Background: an optimization exercise with open tools, aiming at small area, a short achievable clock period and few clock cycles per item. Do not read the settings as production practice.
RTL that was checked went through simulation tests only; none was proved equivalent to the original.

// backlight_fade_dim_controller
module backlight_fade_dim_controller #(
  parameter int TIME_BITS = 32,
  parameter int DUTY_BITS = 8
) (
  input  logic                 clk,
  input  logic                 rst,
  input  logic                 cfg_valid,
  output logic                 cfg_ready,
  input  logic [2:0]           cfg_index,
  input  logic [TIME_BITS-1:0] cfg_data,
  input  logic                 in_valid,
  output logic                 in_ready,
  input  logic [2:0]           func,
  input  logic [TIME_BITS-1:0] now_ms,
  input  logic [TIME_BITS-1:0] last_activity_ms,
  input  logic                 in_dim_phase,
  output logic                 out_valid,
  input  logic                 out_ready,
  output logic [DUTY_BITS-1:0] duty,
  output logic                 duty_written,
  output logic                 pwm_running,
  output logic                 backlight_cut
);
  assign cfg_ready = 1'b1;
  logic [7:0]  cB, cFe, cFp, cM;
  logic [31:0] cT, cL;
  always_ff @(posedge clk) begin
    if (rst) begin
      cB  <= 8'd180;
      cT  <= 32'd30000;
      cL  <= 32'd5000;
      cFe <= 8'd31;
      cFp <= 8'd77;
      cM  <= 8'd4;
    end else if (cfg_valid) begin
      case (cfg_index)
        3'd0: cB  <= cfg_data[7:0];
        3'd1: cT  <= cfg_data;
        3'd2: cL  <= cfg_data;
        3'd3: cFe <= cfg_data[7:0];
        3'd4: cFp <= cfg_data[7:0];
        3'd5: cM  <= cfg_data[7:0];
        default: begin
        end
      endcase
    end
  end
  logic [7:0] dd;      
  logic [7:0] ec;      
  ...
For scale: about 750 flip-flops, about 50000 µm² of cells after synthesis.
Settings: LEC_CHECK=0, CAP_MARGIN=5, CORE_MARGIN=2, CORE_UTILIZATION=70, CTS_BUF_LIST=sky130_fd_sc_hd__clkbuf_8, SETUP_SLACK_MARGIN=5, SLEW_MARGIN=5; clock period 9.0 ns.
standard.sh (not shown) runs the stock make flow with config.mk's settings and CLKGATE_MAP_FILE= SYNTH_SCRIPT=/design/flow/synth_recipe.tcl, a recipe that flattens the netlist after the stock synthesis.
==> flow/flow/run.sh <==
#!/bin/bash
# Standard layout, with plain buf_1 cells (instead of the default pick) as the port buffers.
set -euo pipefail
sed "s/\"\${@:-finish}\"/'BUFFER_PORTS_ARGS=-buffer_cell sky130_fd_sc_hd__buf_1' \"\${@:-finish}\"/" standard.sh > standard_ports.sh
grep -q "BUFFER_PORTS_ARGS" standard_ports.sh
bash standard_ports.sh finish > flow_make.log 2>&1
The baseline finished with timing, DRC and antenna clean.
Testbench counts at the start, summed over its fixed seeds: cycles 13,575, items 13,015.
Then changed:
- CAP_MARGIN: 5 -> 20
- SLEW_MARGIN: 5 -> 20
- routed wire length increases by about 0.46%
- count of clock-buffer cells in the layout increases by 12
- worst setup slack gets better by 170 ps


backlight_fade_dim_controller, a different RTL version from the one above (not shown whole).
For scale: ~5200 cells after synthesis, about 750 flip-flops, about 120 I/O pins, about 53000 µm² of cells after synthesis.
Settings: LEC_CHECK=0, CAP_MARGIN=20, CORE_MARGIN=2, CORE_UTILIZATION=40, SLEW_MARGIN=20; clock period 9.0 ns.
==> flow/flow/run.sh <==
#!/bin/bash
# Standard layout with a tighter setup repair target (SETUP_SLACK_MARGIN=6 ns).
set -euo pipefail
sed 's/"\${@:-finish}"/SETUP_SLACK_MARGIN=6 "\${@:-finish}"/' standard.sh > standard_margin.sh
grep -q "SETUP_SLACK_MARGIN=6" standard_margin.sh
bash standard_margin.sh finish > flow_make.log 2>&1
The baseline ran to the end with no violations.
Testbench counts at the start, summed over its fixed seeds: cycles 13,575, items 13,015.
Change:
==> flow/flow/run.sh (replaced) <==
#!/bin/bash
# Standard layout with a tighter setup repair target (SETUP_SLACK_MARGIN=6.5 ns).
set -euo pipefail
sed 's/"\${@:-finish}"/SETUP_SLACK_MARGIN=6.5 "\${@:-finish}"/' standard.sh > standard_margin.sh
grep -q "SETUP_SLACK_MARGIN=6.5" standard_margin.sh
bash standard_margin.sh finish > flow_make.log 2>&1
Settings changed: CORE_UTILIZATION 40 to 55.
Cell area grows by a few percent; non-clock buffer count came out higher by 110; utilization climbs by 22 points; die area went down by a quarter to a third; cell count fell by a few percent; worst setup slack is worse by 0.17 ns.


== TR ==
Another version of the RTL of backlight_fade_dim_controller (not shown whole).
Size: roughly 750 flip-flops, ~120 I/O pins, ~50000 µm² of cells after synthesis.
==> flow/config.mk <==
export PLATFORM = sky130hd
export DESIGN_NAME = backlight_fade_dim_controller
export DESIGN_NICKNAME = backlight_fade_dim_controller
export VERILOG_FILES = /design/flow/design.v
export SDC_FILE = /design/flow/constraint.sdc
export NUM_CORES = 4
export LEC_CHECK = 0
export CAP_MARGIN = 20
export CORE_MARGIN = 2
export CORE_UTILIZATION = 70
export CTS_BUF_LIST = sky130_fd_sc_hd__clkbuf_8
export SETUP_SLACK_MARGIN = 5
export SLEW_MARGIN = 20
==> flow/constraint.sdc <==
create_clock -name core_clock -period 9.0 [get_ports {clk}]
set_input_delay 1.8000 -clock core_clock [delete_from_list [all_inputs] [get_ports {clk}]]
set_output_delay 1.8000 -clock core_clock [all_outputs]
set_load 0.01 [all_outputs]
run.sh (not shown) runs the stock make flow with config.mk's settings and CLKGATE_MAP_FILE= SYNTH_SCRIPT=/design/flow/synth_recipe.tcl, a recipe that flattens the netlist after the stock synthesis.
Stock flow here: none of the scripts above is used.
### TR -> MS
==> flow/flow/run.sh (new file) <==
#!/bin/bash
# Standard layout, with plain buf_1 cells (instead of the default pick) as the port buffers.
set -euo pipefail
sed "s/\"\${@:-finish}\"/'BUFFER_PORTS_ARGS=-buffer_cell sky130_fd_sc_hd__buf_1' \"\${@:-finish}\"/" standard.sh > standard_ports.sh
grep -q "BUFFER_PORTS_ARGS" standard_ports.sh
bash standard_ports.sh finish > flow_make.log 2>&1
==> flow/standard.sh (new file) <==
#!/bin/bash
# synth_recipe.tcl (not shown) runs the flow's synth.tcl, then flattens the netlist and writes it again
# the make line also repeats each setting of config.mk as NAME=value (left out here)
make -C /OpenROAD-flow-scripts/flow DESIGN_CONFIG=/design/flow/config.mk WORK_HOME=/design/flow/orfs CLKGATE_MAP_FILE= SYNTH_SCRIPT=/design/flow/synth_recipe.tcl "${@:-finish}"
removed: flow/run.sh
[summary]
Compared TR against MS; number of placed instances, taps included within noise. TR → MS: first-iteration DRC count went down, setup slack went up 150 ps. On pin count of the biggest net entering global routing: between TR and MS, it ends up higher for MS. TR vs MS, first element of the critical path: now1[1]$_DFFE_PN_ vs now1[0]$_DFFE_PN_.
No run of this note included a check of the RTL's function; only the layout flow was run.

afterwards: timing with drivers on the ports:
In the flow no input, the clock included, has a driving cell. The finished layouts below were timed again as built, in two steps. Step 1 sets driving cells, clkbuf_16 on the clock port and buf_2 on the other inputs (assumed; they add their load-dependent delay and slew). Step 2, shift: input delay + t, output delay - t, t = (earliest + latest rising clock arrival at the registers) / 2. This alone moves slack from input paths to output paths. a / b / c = no drivers / after step 1 / after step 2; a / b = the first two.
run	t, ns	setup WS [ns]	latest minus earliest clock arrival (ns)	worst register clock-pin slew, ns	pins driven straight from the clock port
the first run of note 1	0.802	4.848 / 4.848 / 4.848	0.049 / 0.049	0.07 / 0.07	1
the second run of note 1	0.853	5.014 / 5.014 / 4.960	0.049 / 0.049	0.07 / 0.07	1
the first run of note 2	0.783	5.070 / 5.070 / 5.070	0.072 / 0.072	0.07 / 0.07	1
the second run of note 2	0.758	4.902 / 4.902 / 4.902	0.027 / 0.027	0.07 / 0.07	1
TR	0.849	4.860 / 4.860 / 4.672	0.048 / 0.047	0.07 / 0.07	1
MS	0.853	5.014 / 5.014 / 4.960	0.049 / 0.049	0.07 / 0.07	1
After both steps every run listed still meets setup and hold. For TR, which loses most, drivers alone change the setup slack by 0.000 ns; drivers and shift together by -0.188 ns.
